This is an optimization exercise on Yosys and OpenROAD, whose aim is small area and a short achievable clock period, not a production implementation. The RTL was checked by simulation tests, not by an equivalence proof against the original design. No activity file was given, so power comes from the tool's default toggle rates.

==> flow/design.v (excerpt) <==
module mul32_pipe (
    input  logic               clk,
    input  logic               rst_n,
    input  logic [31:0]        a,
    input  logic [31:0]        b,
    input  logic               mode,    
    output logic [31:0]        hi,
    output logic [31:0]        lo
);
export LEC_CHECK = 0
export ABC_AREA = 1
export CAP_MARGIN = 20
export CORE_MARGIN = 2
export CORE_UTILIZATION = 40
export CTS_CLUSTER_DIAMETER = 80
export CTS_CLUSTER_SIZE = 30
export SETUP_SLACK_MARGIN = 4.6
export SLEW_MARGIN = 20
export SYNTH_HIERARCHICAL = 1
create_clock -name core_clock -period 7.0 [get_ports {clk}]
run.sh (not shown) runs the stock make flow with config.mk's settings and CLKGATE_MAP_FILE= SYNTH_SCRIPT=/design/flow/synth_recipe.tcl, a recipe that flattens the netlist after the stock synthesis.
Change:
CORE_UTILIZATION = 55   (was 40)
PLACE_DENSITY = 0.7   (was unset)
The changed run completed with no timing, DRC or antenna violations.
Utilization grows by 16 points.
Sequential power increases by about 0.9%.
Total power goes down by 2.6%.
Area after synthesis is unchanged.
Die area fell by about 27%.
Change:
==> flow/flow/run.sh (new file) <==
#!/bin/bash
# Own flow: the standard layout (standard.sh, unchanged synthesis and
# steps), with the port buffers that placement inserts made plain buf_2
# cells instead of the delay-buffer cells buffer_ports picks by default.
# Repair still resizes them where timing needs it.
set -euo pipefail
cd "$(dirname "$0")/.."
export BUFFER_PORTS_ARGS="-buffer_cell sky130_fd_sc_hd__buf_2"
bash standard.sh finish > standard.log 2>&1
==> flow/standard.sh (new file) <==
#!/bin/bash
# synth_recipe.tcl (not shown) runs the flow's synth.tcl, then flattens the netlist and writes it again
# the make line also repeats each setting of config.mk as NAME=value (left out here)
make -C /OpenROAD-flow-scripts/flow DESIGN_CONFIG=/design/flow/config.mk WORK_HOME=/design/flow/orfs CLKGATE_MAP_FILE= SYNTH_SCRIPT=/design/flow/synth_recipe.tcl "${@:-finish}"
removed: flow/run.sh
Result: Register-to-register slack got worse by 40 ps. Cell area is lower by 0.35%. Power is higher by 3.3%. Routed wire length is higher by 6.1%. Area after synthesis does not change. Utilization is lower by 0.22 points. Maximum frequency is lower by 1.6%. Die area stays the same. Critical path depth is unchanged.

========
lane 1:
mul32_pipe, a different RTL version from the one above (not shown whole).
For scale: ~3700 cells after synthesis, roughly 830 flip-flops, roughly 130 I/O pins.
Design mul32_pipe, start of the top module:
module mul32_pipe (
    input  logic               clk,
    input  logic               rst_n,
    input  logic [31:0]        a,
    input  logic [31:0]        b,
    input  logic               mode,    
    output logic [31:0]        hi,
    output logic [31:0]        lo
);
==> flow/config.mk <==
export PLATFORM = sky130hd
export DESIGN_NAME = mul32_pipe
export DESIGN_NICKNAME = mul32_pipe
export VERILOG_FILES = /design/flow/design.v
export SDC_FILE = /design/flow/constraint.sdc
export NUM_CORES = 4
export LEC_CHECK = 0
export ABC_AREA = 1
export CAP_MARGIN = 20
export CORE_MARGIN = 2
export CORE_UTILIZATION = 55
export CTS_CLUSTER_DIAMETER = 80
export CTS_CLUSTER_SIZE = 30
export PLACE_DENSITY = 0.7
export SETUP_SLACK_MARGIN = 4.6
export SLEW_MARGIN = 20
export SYNTH_HIERARCHICAL = 1
==> flow/constraint.sdc <==
create_clock -name core_clock -period 7.0 [get_ports {clk}]
set_input_delay 1.4000 -clock core_clock [delete_from_list [all_inputs] [get_ports {clk}]]
set_output_delay 1.4000 -clock core_clock [all_outputs]
set_load 0.01 [all_outputs]
Stock flow here: none of the scripts above is used.
Lane 1 completed end to end with timing, DRC and antenna clean.
### lane 1 -> lane 2
==> flow/flow/run.sh (new file) <==
#!/bin/bash
# Own flow: the standard layout (standard.sh, unchanged synthesis and
# steps), with the port buffers that placement inserts made plain buf_2
# cells instead of the delay-buffer cells buffer_ports picks by default.
# Repair still resizes them where timing needs it.
set -euo pipefail
cd "$(dirname "$0")/.."
export BUFFER_PORTS_ARGS="-buffer_cell sky130_fd_sc_hd__buf_2"
bash standard.sh finish > standard.log 2>&1
==> flow/standard.sh (new file) <==
#!/bin/bash
# synth_recipe.tcl (not shown) runs the flow's synth.tcl, then flattens the netlist and writes it again
# the make line also repeats each setting of config.mk as NAME=value (left out here)
make -C /OpenROAD-flow-scripts/flow DESIGN_CONFIG=/design/flow/config.mk WORK_HOME=/design/flow/orfs CLKGATE_MAP_FILE= SYNTH_SCRIPT=/design/flow/synth_recipe.tcl "${@:-finish}"
diff --git a/flow/config.mk b/flow/config.mk
--- a/flow/config.mk
+++ b/flow/config.mk
@@ -10,6 +10,6 @@
 export CORE_MARGIN = 2
 export CORE_UTILIZATION = 55
-export CTS_CLUSTER_DIAMETER = 80
-export CTS_CLUSTER_SIZE = 30
+export CTS_CLUSTER_DIAMETER = 70
+export CTS_CLUSTER_SIZE = 36
 export PLACE_DENSITY = 0.7
 export SETUP_SLACK_MARGIN = 4.6
removed: flow/run.sh
==> comparison <==
Between lane 1 and lane 2, the area growth from synthesis to layout does not differ in any meaningful way.
Lane 2 against lane 1; total wire length after detailed routing is up slightly.
There was hardly any difference in number of placed cells counting well taps between lane 1 and lane 2.
Higher first-pass GRT wire length goes to lane 1 over lane 2.
For lane 3, these inputs were changed with respect to lane 2:
diff --git a/flow/config.mk b/flow/config.mk
--- a/flow/config.mk
+++ b/flow/config.mk
@@ -9,8 +9,8 @@
 export CAP_MARGIN = 20
 export CORE_MARGIN = 2
-export CORE_UTILIZATION = 55
-export CTS_CLUSTER_DIAMETER = 70
-export CTS_CLUSTER_SIZE = 36
-export PLACE_DENSITY = 0.7
+export CORE_UTILIZATION = 50
+export CTS_CLUSTER_DIAMETER = 80
+export CTS_CLUSTER_SIZE = 30
+export PLACE_DENSITY = 0.65
 export SETUP_SLACK_MARGIN = 4.6
 export SLEW_MARGIN = 20
Notes after the runs:
Against lane 2, lane 3 comes in about 1.4% higher on non-filler instance count after layout.
In the reports for lane 2 and lane 3, the larger final clock period utilization by the worst path belongs to lane 2.
Per the comparison of lane 3 with lane 2, sequential share of layout area now larger; maximum cell stage delay along the critical path flat.
[compare] base=lane 2 new=lane 3: number of non-clock buffers in the layout now sits lower, power density over the cells decreased by 9.1 mW/mm² relative to the old numbers.
Diff lane 2 -> lane 3: register-to-register slack neither gained nor lost much, post-CTS setup buffer count lost 17.
Row global-route usage: lane 3 lower / lane 2 higher
Shortest clock period the worst path allows after layout was higher in lane 2 than in lane 3.

========
mul32_pipe with an RTL version that a note above also has.
Size in the first run: roughly 130 I/O pins, roughly 40000 um2 of cells after synthesis.
make LEC_CHECK=0 ABC_AREA=1 CAP_MARGIN=20 CORE_MARGIN=2 CORE_UTILIZATION=65 CTS_CLUSTER_DIAMETER=80 CTS_CLUSTER_SIZE=30 PLACE_DENSITY=0.8 SETUP_SLACK_MARGIN=4.6 SLEW_MARGIN=20 SYNTH_HIERARCHICAL=1 finish   # period 7.0 ns
Stock flow here: none of the scripts above is used.
Rerun with:
CORE_UTILIZATION = 55   (was 65)
PLACE_DENSITY = 0.7   (was 0.8)
SETUP_SLACK_MARGIN = 4.75   (was 4.6)
Worst setup slack is worse by 0.19 ns.
Design area rose by roughly a tenth.
Die area rose by about a fifth.
Hold slack is better by 0.0040 ns.
Wire length rose by about a fifth.

========
mul32_pipe with an RTL version that a note above also has.
For scale: about 3,700 cells after synthesis, roughly 130 I/O pins, about 40,000 µm² of cells after synthesis.
clock: 7.0 ns
lec_check: 0
abc_area: 1
cap_margin: 20
core_margin: 2
core_utilization: 55
cts_cluster_diameter: 80
cts_cluster_size: 30
place_density: 0.7
setup_slack_margin: 4.65
slew_margin: 20
synth_hierarchical: 1
==> next run, changes <==
==> flow/flow/run.sh (new file) <==
#!/bin/bash
# Own flow: the standard layout (standard.sh, unchanged synthesis and
# steps), with the port buffers that placement inserts made plain buf_2
# cells instead of the delay-buffer cells buffer_ports picks by default.
# Repair still resizes them where timing needs it.
set -euo pipefail
cd "$(dirname "$0")/.."
export BUFFER_PORTS_ARGS="-buffer_cell sky130_fd_sc_hd__buf_2"
bash standard.sh finish > standard.log 2>&1
==> flow/standard.sh (new file) <==
#!/bin/bash
# synth_recipe.tcl (not shown) runs the flow's synth.tcl, then flattens the netlist and writes it again
# the make line also repeats each setting of config.mk as NAME=value (left out here)
make -C /OpenROAD-flow-scripts/flow DESIGN_CONFIG=/design/flow/config.mk WORK_HOME=/design/flow/orfs CLKGATE_MAP_FILE= SYNTH_SCRIPT=/design/flow/synth_recipe.tcl "${@:-finish}"
SETUP_SLACK_MARGIN = 4.55   (was 4.65)
removed: flow/run.sh
Effect:
- cell count is about the same
- combinational power fell by about 6%
- fmax is about the same

-- what the ideal ports hide --
In the flow no input, the clock included, has a driving cell. The finished layouts below were timed again as built, in two steps.
Step 1 (the two cells are an assumption about what drives the block):
set clk [get_ports {clk}]
set_driving_cell -lib_cell sky130_fd_sc_hd__clkbuf_16 $clk
set_driving_cell -lib_cell sky130_fd_sc_hd__buf_2 [delete_from_list [all_inputs] $clk]
Step 2 moves the port delays by t, midway between the first and last clock arrival at a register: inputs arrive t later, outputs are due t later. That takes back most of the time a late clock gives input paths.
Three values: no drivers, after step 1, after step 2; two values: the first two.
run	t (ns)	setup slack, ns	worst hold slack (ns)	worst data-port slew with drivers (ns)	pins driven straight from the clock port
the first run of note 1	0.698	4.487 / 4.422 / 4.110	0.325 / 0.325 / 0.325	0.10	1
the second run of note 1	0.680	4.514 / 4.452 / 4.061	0.318 / 0.318 / 0.318	0.07	1
the third run of note 1	0.690	4.473 / 4.433 / 4.443	0.320 / 0.320 / 0.320	0.08	1
lane 1	0.670	4.530 / 4.464 / 4.119	0.327 / 0.327 / 0.327	0.05	1
lane 2	0.700	4.494 / 4.427 / 4.510	0.318 / 0.318 / 0.318	0.06	1
lane 3	0.694	4.513 / 4.443 / 4.507	0.331 / 0.331 / 0.331	0.06	1
the first run of note 3	0.684	4.426 / 4.426 / 4.092	0.324 / 0.324 / 0.324	0.07	1
the second run of note 3	0.705	4.233 / 4.233 / 4.233	0.328 / 0.328 / 0.328	0.08	1
the first run of note 4	0.675	4.515 / 4.460 / 4.281	0.320 / 0.320 / 0.320	0.06	1
the second run of note 4	0.694	4.508 / 4.437 / 4.472	0.325 / 0.325 / 0.325	0.07	1
After both steps every run listed still meets setup and hold. The setup slack of the second run of note 1, which loses most, moves by -0.062 ns with the drivers and by -0.453 ns with both steps.
